Source: an optimization exercise on an open RTL-to-GDS flow (aim: small area, a short achievable clock period and few clock cycles). Production flows keep margins and buffers that such runs may drop. Only simulation tests tie the RTL to the original design; equivalence was not proved.

`config.mk`:
```
export PLATFORM = sky130hd
export DESIGN_NAME = cnn_layer_top
export DESIGN_NICKNAME = cnn_layer_top
export VERILOG_FILES = /design/flow/design.v
export SDC_FILE = /design/flow/constraint.sdc
export NUM_CORES = 4
export LEC_CHECK = 0
export CAP_MARGIN = 20
export CORE_MARGIN = 2
export CORE_UTILIZATION = 40
export SLEW_MARGIN = 20
```
`constraint.sdc`:
```
create_clock -name core_clock -period 11.0 [get_ports {clk}]
set_input_delay 2.2000 -clock core_clock [delete_from_list [all_inputs] [get_ports {clk}]]
set_output_delay 2.2000 -clock core_clock [all_outputs]
set_load 0.01 [all_outputs]
```
`design.v`:
```
`default_nettype none
package cnn_pkg;
    typedef logic [8-1:0] sample_t;
    typedef logic signed [8-1:0] weight_t;
    typedef logic signed [20-1:0] acc_t;
    typedef logic [8-1:0] feature_t;
    typedef logic [8*8-1:0] feature_vec_t;
    typedef logic [8*3*8-1:0] weights_flat_t;
    typedef logic [8*8-1:0] biases_flat_t;
    typedef logic [$clog2(4+1)-1:0] credit_cnt_t;
endpackage
`default_nettype wire
`timescale 1ns/1ps
`default_nettype none
module credit_fifo
#(
    parameter int WIDTH = 9
) (
    input  wire logic             clk,
    input  wire logic             rst_n,
    input  wire logic             i_wr_valid,
    input  wire logic [WIDTH-1:0] i_wr_data,
    input  wire logic             i_rd_pop,
    output logic                  o_rd_valid,
    output logic [WIDTH-1:0]      o_rd_data,
    output logic                  o_credit
);
    localparam int DEPTH    = 4;
    localparam int PTR_BITS = (DEPTH > 1) ? $clog2(DEPTH) : 1;
    typedef logic [PTR_BITS-1:0] ptr_t;
    logic [WIDTH-1:0] mem [DEPTH];
    ptr_t             wr_ptr;
    ptr_t             rd_ptr;
    cnn_pkg::credit_cnt_t      count;
    logic             do_pop;
    function automatic ptr_t next_ptr(input ptr_t ptr);
        if (ptr == ptr_t'(DEPTH - 1)) begin
            next_ptr = '0;
        end else begin
            next_ptr = ptr + 1'b1;
        end
    endfunction
    assign do_pop     = i_rd_pop && (count != '0);
    assign o_rd_valid = (count != '0);
    assign o_rd_data  = mem[rd_ptr];
    always_ff @(posedge clk) begin
        if (i_wr_valid) begin
            mem[wr_ptr] <= i_wr_data;
        end
    end
    always_ff @(posedge clk or negedge rst_n) begin
        if (!rst_n) begin
            wr_ptr   <= '0;
            rd_ptr   <= '0;
            count    <= '0;
            o_credit <= 1'b0;
        end else begin
            if (i_wr_valid) begin
                wr_ptr <= next_ptr(wr_ptr);
            end
            if (do_pop) begin
                rd_ptr <= next_ptr(rd_ptr);
            end
            case ({i_wr_valid, do_pop})
                2'b10:   count <= count + 1'b1;
                2'b01:   count <= count - 1'b1;
                default: count <= count;
            endcase
            o_credit <= do_pop;
        end
    end
endmodule
`default_nettype wire
`timescale 1ns/1ps
`default_nettype none
module kernel_store
(
    input  wire logic          clk,
    input  wire logic          rst_n,
    input  wire logic          i_load_weights,
    input  wire cnn_pkg::weights_flat_t i_weights,
    input  wire logic          i_load_biases,
    input  wire cnn_pkg::biases_flat_t  i_biases,
    output cnn_pkg::weights_flat_t      o_weights,
    output cnn_pkg::biases_flat_t       o_biases
);
    always_ff @(posedge clk or negedge rst_n) begin
        if (!rst_n) begin
            o_weights <= '0;
        end else if (i_load_weights) begin
            o_weights <= i_weights;
        end
    end
    always_ff @(posedge clk or negedge rst_n) begin
        if (!rst_n) begin
            o_biases <= '0;
        end else if (i_load_biases) begin
            o_biases <= i_biases;
        end
    end
endmodule
`default_nettype wire
`timescale 1ns/1ps
`default_nettype none
module conv1d_relu
(
    input  wire logic          clk,
    input  wire logic          rst_n,
    input  wire logic          i_in_valid,
    input  wire cnn_pkg::sample_t       i_in_sample,
    input  wire logic          i_in_last,
    output logic               o_in_pop,
    input  wire cnn_pkg::weights_flat_t i_weights,
    input  wire cnn_pkg::biases_flat_t  i_biases,
    output logic               o_feat_valid,
    output cnn_pkg::feature_vec_t       o_feat_data,
    output logic               o_feat_last,
    input  wire logic          i_feat_credit
);
    localparam int ACT  = 8;
    localparam int NF   = 8;
    localparam int TAPS = 3;
    localparam int ACC  = 20;
    typedef enum logic [1:0] {
        IDLE,
        RUN,
        FLUSH
    } conv_state_e;
    conv_state_e  state;
    cnn_pkg::sample_t      win_left;
    cnn_pkg::sample_t      win_cur;
    logic         win_in_seq;
    cnn_pkg::credit_cnt_t  credits;
    logic         has_credit;
    logic         pop;
    logic         emit;
    cnn_pkg::sample_t      taps [TAPS];
    logic signed [ACC-1:0] acc [NF];
    cnn_pkg::feature_vec_t feat_next;
    function automatic logic signed [ACC-1:0] tap_term(input logic [ACT-1:0] w,
                                                       input logic [ACT-1:0] x);
        logic [ACC-1:0] ws;
        logic [ACC-1:0] xs;
        ws = {{(ACC-ACT){w[ACT-1]}}, w};
        xs = {{(ACC-ACT){1'b0}}, x};
        tap_term = $signed(ws) * $signed(xs);
    endfunction
    function automatic logic [ACT-1:0] relu_sat(input logic signed [ACC-1:0] sum);
        if (sum[ACC-1]) begin
            relu_sat = '0;
        end else if (|sum[ACC-2:ACT]) begin
            relu_sat = '1;
        end else begin
            relu_sat = sum[ACT-1:0];
        end
    endfunction
    assign has_credit = (credits != '0);
    assign pop        = (state != FLUSH) && i_in_valid && has_credit;
    assign emit       = ((state == RUN) && pop) || ((state == FLUSH) && has_credit);
    assign o_in_pop   = pop;
    always_comb begin
        taps[0] = win_in_seq ? win_left : '0;
        taps[1] = win_cur;
        taps[2] = (state == FLUSH) ? '0 : i_in_sample;
    end
    always_comb begin
        for (int f = 0; f < NF; f++) begin
            acc[f] = {{(ACC-ACT){i_biases[f*ACT+ACT-1]}}, i_biases[f*ACT +: ACT]};
            for (int t = 0; t < TAPS; t++) begin
                acc[f] = acc[f] + tap_term(i_weights[(f*TAPS+t)*ACT +: ACT],
                                           taps[t]);
            end
            feat_next[f*ACT +: ACT] = relu_sat(acc[f]);
        end
    end
    always_ff @(posedge clk or negedge rst_n) begin
        if (!rst_n) begin
            state <= IDLE;
        end else begin
            case (state)
                IDLE: begin
                    if (pop) begin
                        state <= i_in_last ? FLUSH : RUN;
                    end
                end
                RUN: begin
                    if (pop && i_in_last) begin
                        state <= FLUSH;
                    end
                end
                FLUSH: begin
                    if (has_credit) begin
                        state <= IDLE;
                    end
                end
                default: state <= IDLE;
            endcase
        end
    end
    always_ff @(posedge clk) begin
        if (pop) begin
            win_left <= win_cur;
            win_cur  <= i_in_sample;
        end
    end
    always_ff @(posedge clk or negedge rst_n) begin
        if (!rst_n) begin
            win_in_seq <= 1'b0;
        end else if (pop) begin
            win_in_seq <= (state == RUN);
        end
    end
    always_ff @(posedge clk or negedge rst_n) begin
        if (!rst_n) begin
            credits <= cnn_pkg::credit_cnt_t'(4);
        end else begin
            case ({emit, i_feat_credit})
                2'b10:   credits <= credits - 1'b1;
                2'b01:   credits <= credits + 1'b1;
                default: credits <= credits;
            endcase
        end
    end
    always_ff @(posedge clk or negedge rst_n) begin
        if (!rst_n) begin
            o_feat_valid <= 1'b0;
            o_feat_last  <= 1'b0;
        end else begin
            o_feat_valid <= emit;
            if (emit) begin
                o_feat_last <= (state == FLUSH);
            end
        end
    end
    always_ff @(posedge clk) begin
        if (emit) begin
            o_feat_data <= feat_next;
        end
    end
endmodule
`default_nettype wire
`timescale 1ns/1ps
`default_nettype none
module max_pool_pair
(
    input  wire logic         clk,
    input  wire logic         rst_n,
    input  wire logic         i_in_valid,
    input  wire cnn_pkg::feature_vec_t i_in_data,
    input  wire logic         i_in_last,
    output logic              o_in_pop,
    input  wire logic         i_out_credit,
    output logic              o_out_valid,
    output cnn_pkg::feature_vec_t      o_out_data,
    output logic              o_out_last
);
    localparam int ACT = 8;
    localparam int NF  = 8;
    cnn_pkg::feature_vec_t held;
    logic         held_valid;
    cnn_pkg::feature_vec_t pair_max;
    cnn_pkg::credit_cnt_t  credits;
    logic         has_credit;
    logic         pop;
    logic         emit;
    function automatic cnn_pkg::feature_t feat_max(input cnn_pkg::feature_t a, input cnn_pkg::feature_t b);
        feat_max = (a > b) ? a : b;
    endfunction
    assign has_credit = (credits != '0);
    assign pop        = i_in_valid && has_credit;
    assign emit       = pop && (held_valid || i_in_last);
    assign o_in_pop   = pop;
    always_comb begin
        for (int f = 0; f < NF; f++) begin
            pair_max[f*ACT +: ACT] = feat_max(held[f*ACT +: ACT], i_in_data[f*ACT +: ACT]);
        end
    end
    always_ff @(posedge clk or negedge rst_n) begin
        if (!rst_n) begin
            held_valid <= 1'b0;
        end else if (pop) begin
            held_valid <= !held_valid && !i_in_last;
        end
    end
    always_ff @(posedge clk) begin
        if (pop && !held_valid) begin
            held <= i_in_data;
        end
    end
    always_ff @(posedge clk or negedge rst_n) begin
        if (!rst_n) begin
            credits <= cnn_pkg::credit_cnt_t'(4);
        end else begin
            case ({emit, i_out_credit})
                2'b10:   credits <= credits - 1'b1;
                2'b01:   credits <= credits + 1'b1;
                default: credits <= credits;
            endcase
        end
    end
    always_ff @(posedge clk or negedge rst_n) begin
        if (!rst_n) begin
            o_out_valid <= 1'b0;
            o_out_last  <= 1'b0;
        end else begin
            o_out_valid <= emit;
            if (emit) begin
                o_out_last <= i_in_last;
            end
        end
    end
    always_ff @(posedge clk) begin
        if (emit) begin
            o_out_data <= held_valid ? pair_max : i_in_data;
        end
    end
endmodule
`default_nettype wire
`timescale 1ns/1ps
`default_nettype none
module cnn_layer_top
(
    input  wire logic          clk,
    input  wire logic          rst_n,
    input  wire logic          i_sample_valid,
    input  wire cnn_pkg::sample_t       i_sample,
    input  wire logic          i_sample_last,
    output logic               o_sample_credit,
    input  wire logic          i_load_weights,
    input  wire cnn_pkg::weights_flat_t i_weights,
    input  wire logic          i_load_biases,
    input  wire cnn_pkg::biases_flat_t  i_biases,
    output logic               o_feat_valid,
    output cnn_pkg::feature_vec_t       o_feat,
    output logic               o_feat_last,
    input  wire logic          i_feat_credit
);
    localparam int SMP_W  = 8;
    localparam int FEAT_W = 8 * 8;
    logic              smp_rd_valid;
    logic [SMP_W:0]    smp_rd_data;
    logic              smp_pop;
    cnn_pkg::weights_flat_t     weights;
    cnn_pkg::biases_flat_t      biases;
    logic              feat_rd_valid;
    logic [FEAT_W:0]   feat_rd_data;
    logic              feat_pop;
    logic              link_valid;
    cnn_pkg::feature_vec_t      link_data;
    logic              link_last;
    logic              link_credit;
    credit_fifo #(
        .WIDTH(SMP_W + 1)
    ) u_sample_fifo (
        .clk        (clk),
        .rst_n      (rst_n),
        .i_wr_valid (i_sample_valid),
        .i_wr_data  ({i_sample_last, i_sample}),
        .i_rd_pop   (smp_pop),
        .o_rd_valid (smp_rd_valid),
        .o_rd_data  (smp_rd_data),
        .o_credit   (o_sample_credit)
    );
    kernel_store u_kernel_store (
        .clk            (clk),
        .rst_n          (rst_n),
        .i_load_weights (i_load_weights),
        .i_weights      (i_weights),
        .i_load_biases  (i_load_biases),
        .i_biases       (i_biases),
        .o_weights      (weights),
        .o_biases       (biases)
    );
    conv1d_relu u_conv (
        .clk         (clk),
        .rst_n       (rst_n),
        .i_in_valid  (smp_rd_valid),
        .i_in_sample (smp_rd_data[SMP_W-1:0]),
        .i_in_last   (smp_rd_data[SMP_W]),
        .o_in_pop    (smp_pop),
        .i_weights   (weights),
        .i_biases    (biases),
        .o_feat_valid  (link_valid),
        .o_feat_data   (link_data),
        .o_feat_last   (link_last),
        .i_feat_credit (link_credit)
    );
    credit_fifo #(
        .WIDTH(FEAT_W + 1)
    ) u_feat_fifo (
        .clk        (clk),
        .rst_n      (rst_n),
        .i_wr_valid (link_valid),
        .i_wr_data  ({link_last, link_data}),
        .i_rd_pop   (feat_pop),
        .o_rd_valid (feat_rd_valid),
        .o_rd_data  (feat_rd_data),
        .o_credit   (link_credit)
    );
    max_pool_pair u_pool (
        .clk          (clk),
        .rst_n        (rst_n),
        .i_in_valid   (feat_rd_valid),
        .i_in_data    (feat_rd_data[FEAT_W-1:0]),
        .i_in_last    (feat_rd_data[FEAT_W]),
        .o_in_pop     (feat_pop),
        .i_out_credit (i_feat_credit),
        .o_out_valid  (o_feat_valid),
        .o_out_data   (o_feat),
        .o_out_last   (o_feat_last)
    );
endmodule
`default_nettype wire
```
`run.sh`:
```
#!/bin/bash
# synth_recipe.tcl (not shown) runs the flow's synth.tcl, then flattens the netlist and writes it again
# the make line also repeats each setting of config.mk as NAME=value (left out here)
make -C /OpenROAD-flow-scripts/flow DESIGN_CONFIG=/design/flow/config.mk WORK_HOME=/design/flow/orfs CLKGATE_MAP_FILE= SYNTH_SCRIPT=/design/flow/synth_recipe.tcl finish
```
==> impl_metrics.csv <==
group,metric,value,unit
clock_network,tritoncts,"yes",
sta,maxClockFrequency,0.102,GHz
worst_setup_path,r2r_start,"u_conv.win_in_seq",
synth,synth_commonest_cells,"inv_1, ha_1, fa_1",
worst_setup_path,critPathArrivalTime,10280,ps
synth,synth_nets,12400,
clock_network,cts_buffers,94,
worst_setup_path,criticalPathCategory,"reg -> reg",
worst_setup_path,timing.reg2reg.setup_slack,1190,ps
placed_design,numPortBuffers,337,
worst_setup_path,slowest_delay,880,ps
sta,period_minus_slack,9810,ps
layout,drive_above_1_share,0.0578,
routing,via_per_inst,5.28,
sta,fin_setup_tns,0,ps
layout,final_nets,12600,
synth,synth_top_area_share,0.242,
worst_setup_path,ff2ff_path_depth,32,
floorplanning,die_area,245000,um^2
layout,regArea,22300,um^2
worst_setup_path,path_buf_inv,5,
clock_network,clk_latency,770,ps
worst_setup_path,cp-startpoint,"u_conv.win_in_seq",
synth,synth-edff-count,504,
synth,yosysTopAreaCell,"fa_1",
synth,avgSynthCellArea,9.98,um^2
routing,dr.pass1.iters,6,
synth,synth.distinct_cells,83,
global_route,grt-ovfl-total,0,
min_path,min_path_type,"reg -> reg",
floorplanning,placement_rows,180,
floorplanning,pin_count,338,
worst_setup_path,cp-start-kind,"flop",
run_status,status,"timing/DRC/antenna clean",
job,maxCapViolCount,0,
floorplanning,fp.dieH,495,um
worst_setup_path,endpoint_kind,"flop",
clock_network,numClockSinks,790,
min_path,hold_depth,1,
routing,vias,69300,
worst_setup_path,cp.required,11470,ps
sta,slew_viol_final,0,
global_route,antenna_found_initial,19,
min_path,hp-start,"u_feat_fifo.count[2]",
sta,finClkSkew,56.6,ps
layout,multi_input_area,65800,um^2
synth,ys_async_sr_fraction,0.362,
global_route,grt_pass1_wl,431000,um
global_route,grt_pass1_vias,72000,
clock_network,cts_root_buf,"clkbuf_16",
placed_design,hpwl,221000,um
worst_setup_path,reg2reg_to,"u_conv.o_feat_data[2]",
routing,wl_per_cell,21.2,um
routing,ant_nets,0,
sta,holdWs,488,ps
floorplanning,start_util,0.402,
layout,area_growth,10.4,%
synth,syn_area,96500,um^2
sta,setup-violations-final,0,
global_route,grt_start_max_net_pins,201,
layout,post-route-util,0.443,
routing,first_iter_violations,4844,
clock_network,cts_setup_buffers,0,
synth,yosysMostFrequentCell,"inv_1",
placed_design,place.gp.congestion,0.927,
clock_network,clk_path_buf_depth,3,
floorplanning,chipWidth,495,um
clock_network,clk_pin_slew,60,ps
clock_network,post_cts_resized,0,
routing,drc,0,
sta,rsz0062_at_grt,"false",
min_path,min_to,"u_feat_fifo.count[2]",
synth,ys_warn_count,7,
synth,netlist_instances,9668,
sta,finalHoldViolCount,0,
sta,tightest_slew,1060,ps
floorplanning,core,240000,um^2
sta,slew-limit-headroom,0.289,
synth,synthFlopType,"edfxtp_1",
worst_setup_path,critPathSlowestCell,"a2111oi_2",
synth,yosys-top-cells-area,"fa_1, ha_1, edfxtp_1",
global_route,grt_usage,0.230,
layout,num-fill-cells,22700,
sta,min_period_over_period,0.891,
worst_setup_path,cp_top_family,"adder cells",
clock_network,htreeDepth,3,
placed_design,dp_cells,12900,
clock_network,cts_hold_buf,0,
layout,fin_cells,13100,
synth,ys_seq_elements,790,
synth,seq_area_frac_synth,0.231,
routing,drt_wl_total,278000,um
worst_setup_path,crit_path_max_fanout,29,
[layout by cell type (no fill, tap or decap), types with 19 or more instances in the layout]
cell type and count:
a211oi_1 25, a21boi_0 22, a21o_1 115, a21oi_1 276
a31oi_1 21, and2_1 294, and3_1 588, buf_4 74
clkbuf_16 95, clkdlybuf4s50_1 334, clkinv_1 19, clkinv_2 21
dfrtp_1 281, edfxtp_1 504, fa_1 1164, ha_1 1286
inv_1 1899, mux2_2 192, mux4_2 74, nand2_1 825
nand2b_1 118, nand3_1 55, nand4_1 34, nor2_1 310
nor2b_1 73, nor3_1 85, o211ai_1 23, o21a_1 82
o21ai_0 298, or2_2 37, or3_1 27, xnor2_1 205
xor2_1 145
[flip-flops by register name, indices dropped and copies added, names as in the netlist, 2 cells and up]
signal                    count
u_kernel_store.o_weights    192
u_conv.state                  2
u_pool.held                  64
u_sample_fifo.count           3
u_pool.o_out_data            64
u_sample_fifo.wr_ptr          2
u_kernel_store.o_biases      64
u_pool.credits                3
u_feat_fifo.wr_ptr            2
u_sample_fifo.mem            36
u_conv.credits                3
u_feat_fifo.count             3
u_conv.win_cur                8
u_feat_fifo.mem             260
u_feat_fifo.rd_ptr            2
u_sample_fifo.rd_ptr          2
u_conv.o_feat_data           64
u_conv.win_left               8
[routing by layer]
layer  up-vias  share of wire  global-route usage
met5         -        0.00041                   0
met4        20          0.027              0.0603
met3       348          0.079              0.0443
met2      2126           0.41               0.335
met1     34900           0.48               0.347
li1      31900              -                   -
[worst max path at each step]
stage / to / slack [ps] / depth (start not counted)
2_1_floorplan: u_conv.o_feat_data[11] / 1800 / 34
3_3_place_gp: u_conv.o_feat_data[11] / 1490 / 29
3_5_place_dp: u_conv.o_feat_data[2] / 1380 / 32
4_1_cts: u_conv.o_feat_data[2] / 1330 / 32
5_1_grt: u_conv.o_feat_data[6] / 610 / 31
6_report: u_conv.o_feat_data[2] / 1190 / 32
[cells by family after synthesis]
group | synth area share
multiplexers | 0.0408
AO/OA/AOI/OAI | 0.0693
AND/OR/NAND/NOR | 0.131
buffers and inverters | 0.0876
flip-flops | 0.231
XOR/XNOR | 0.0320
adder cells (fa/ha/maj) | 0.408
[through the flow]
stage                     setup WS, ps  cell area (um^2)
final                             1190            107000
after global routing               612            107000
after CTS                         1330            107000
after detailed placement          1380            103000
after global placement            1490            103000
after floorplan                   1800             96500
[layout make-up]
cell class | instances | area share
multi-input combinational | 6631 | 0.617
sequential | 790 | 0.209
inverter | 1909 | 0.0672
timing repair buffer | 418 | 0.0384
tap | 3185 | 0.0374
clock buffer | 110 | 0.0231
clock inverter | 66 | 0.00714
antenna | 3 | 0.0000705
Testbench counts, summed over its fixed seeds: cycles 8,137.

## afterwards: timing with drivers on the ports
Ports are ideal in the flow. The routed layout listed here was re-timed in OpenROAD.
Step 1 (the two cells are an assumption about what drives the block):
set clk [get_ports {clk}]
set_driving_cell -lib_cell sky130_fd_sc_hd__clkbuf_16 $clk
set_driving_cell -lib_cell sky130_fd_sc_hd__buf_2 [delete_from_list [all_inputs] $clk]
Step 2, shift: input delay + t, output delay - t, t = (earliest + latest rising clock arrival at the registers) / 2. This alone moves slack from input paths to output paths.
Three values: no drivers, after step 1, after step 2; two values: the first two.
t (ns): 0.830
setup WS [ns]: 1.194 / 1.194 / 1.194
hold WS [ns]: 0.488 / 0.488 / 0.488
pins driven straight from the clock port: 1
After both steps this run still meets setup and hold. For this run, drivers alone change the setup slack by 0.000 ns; drivers and shift together by 0.000 ns.
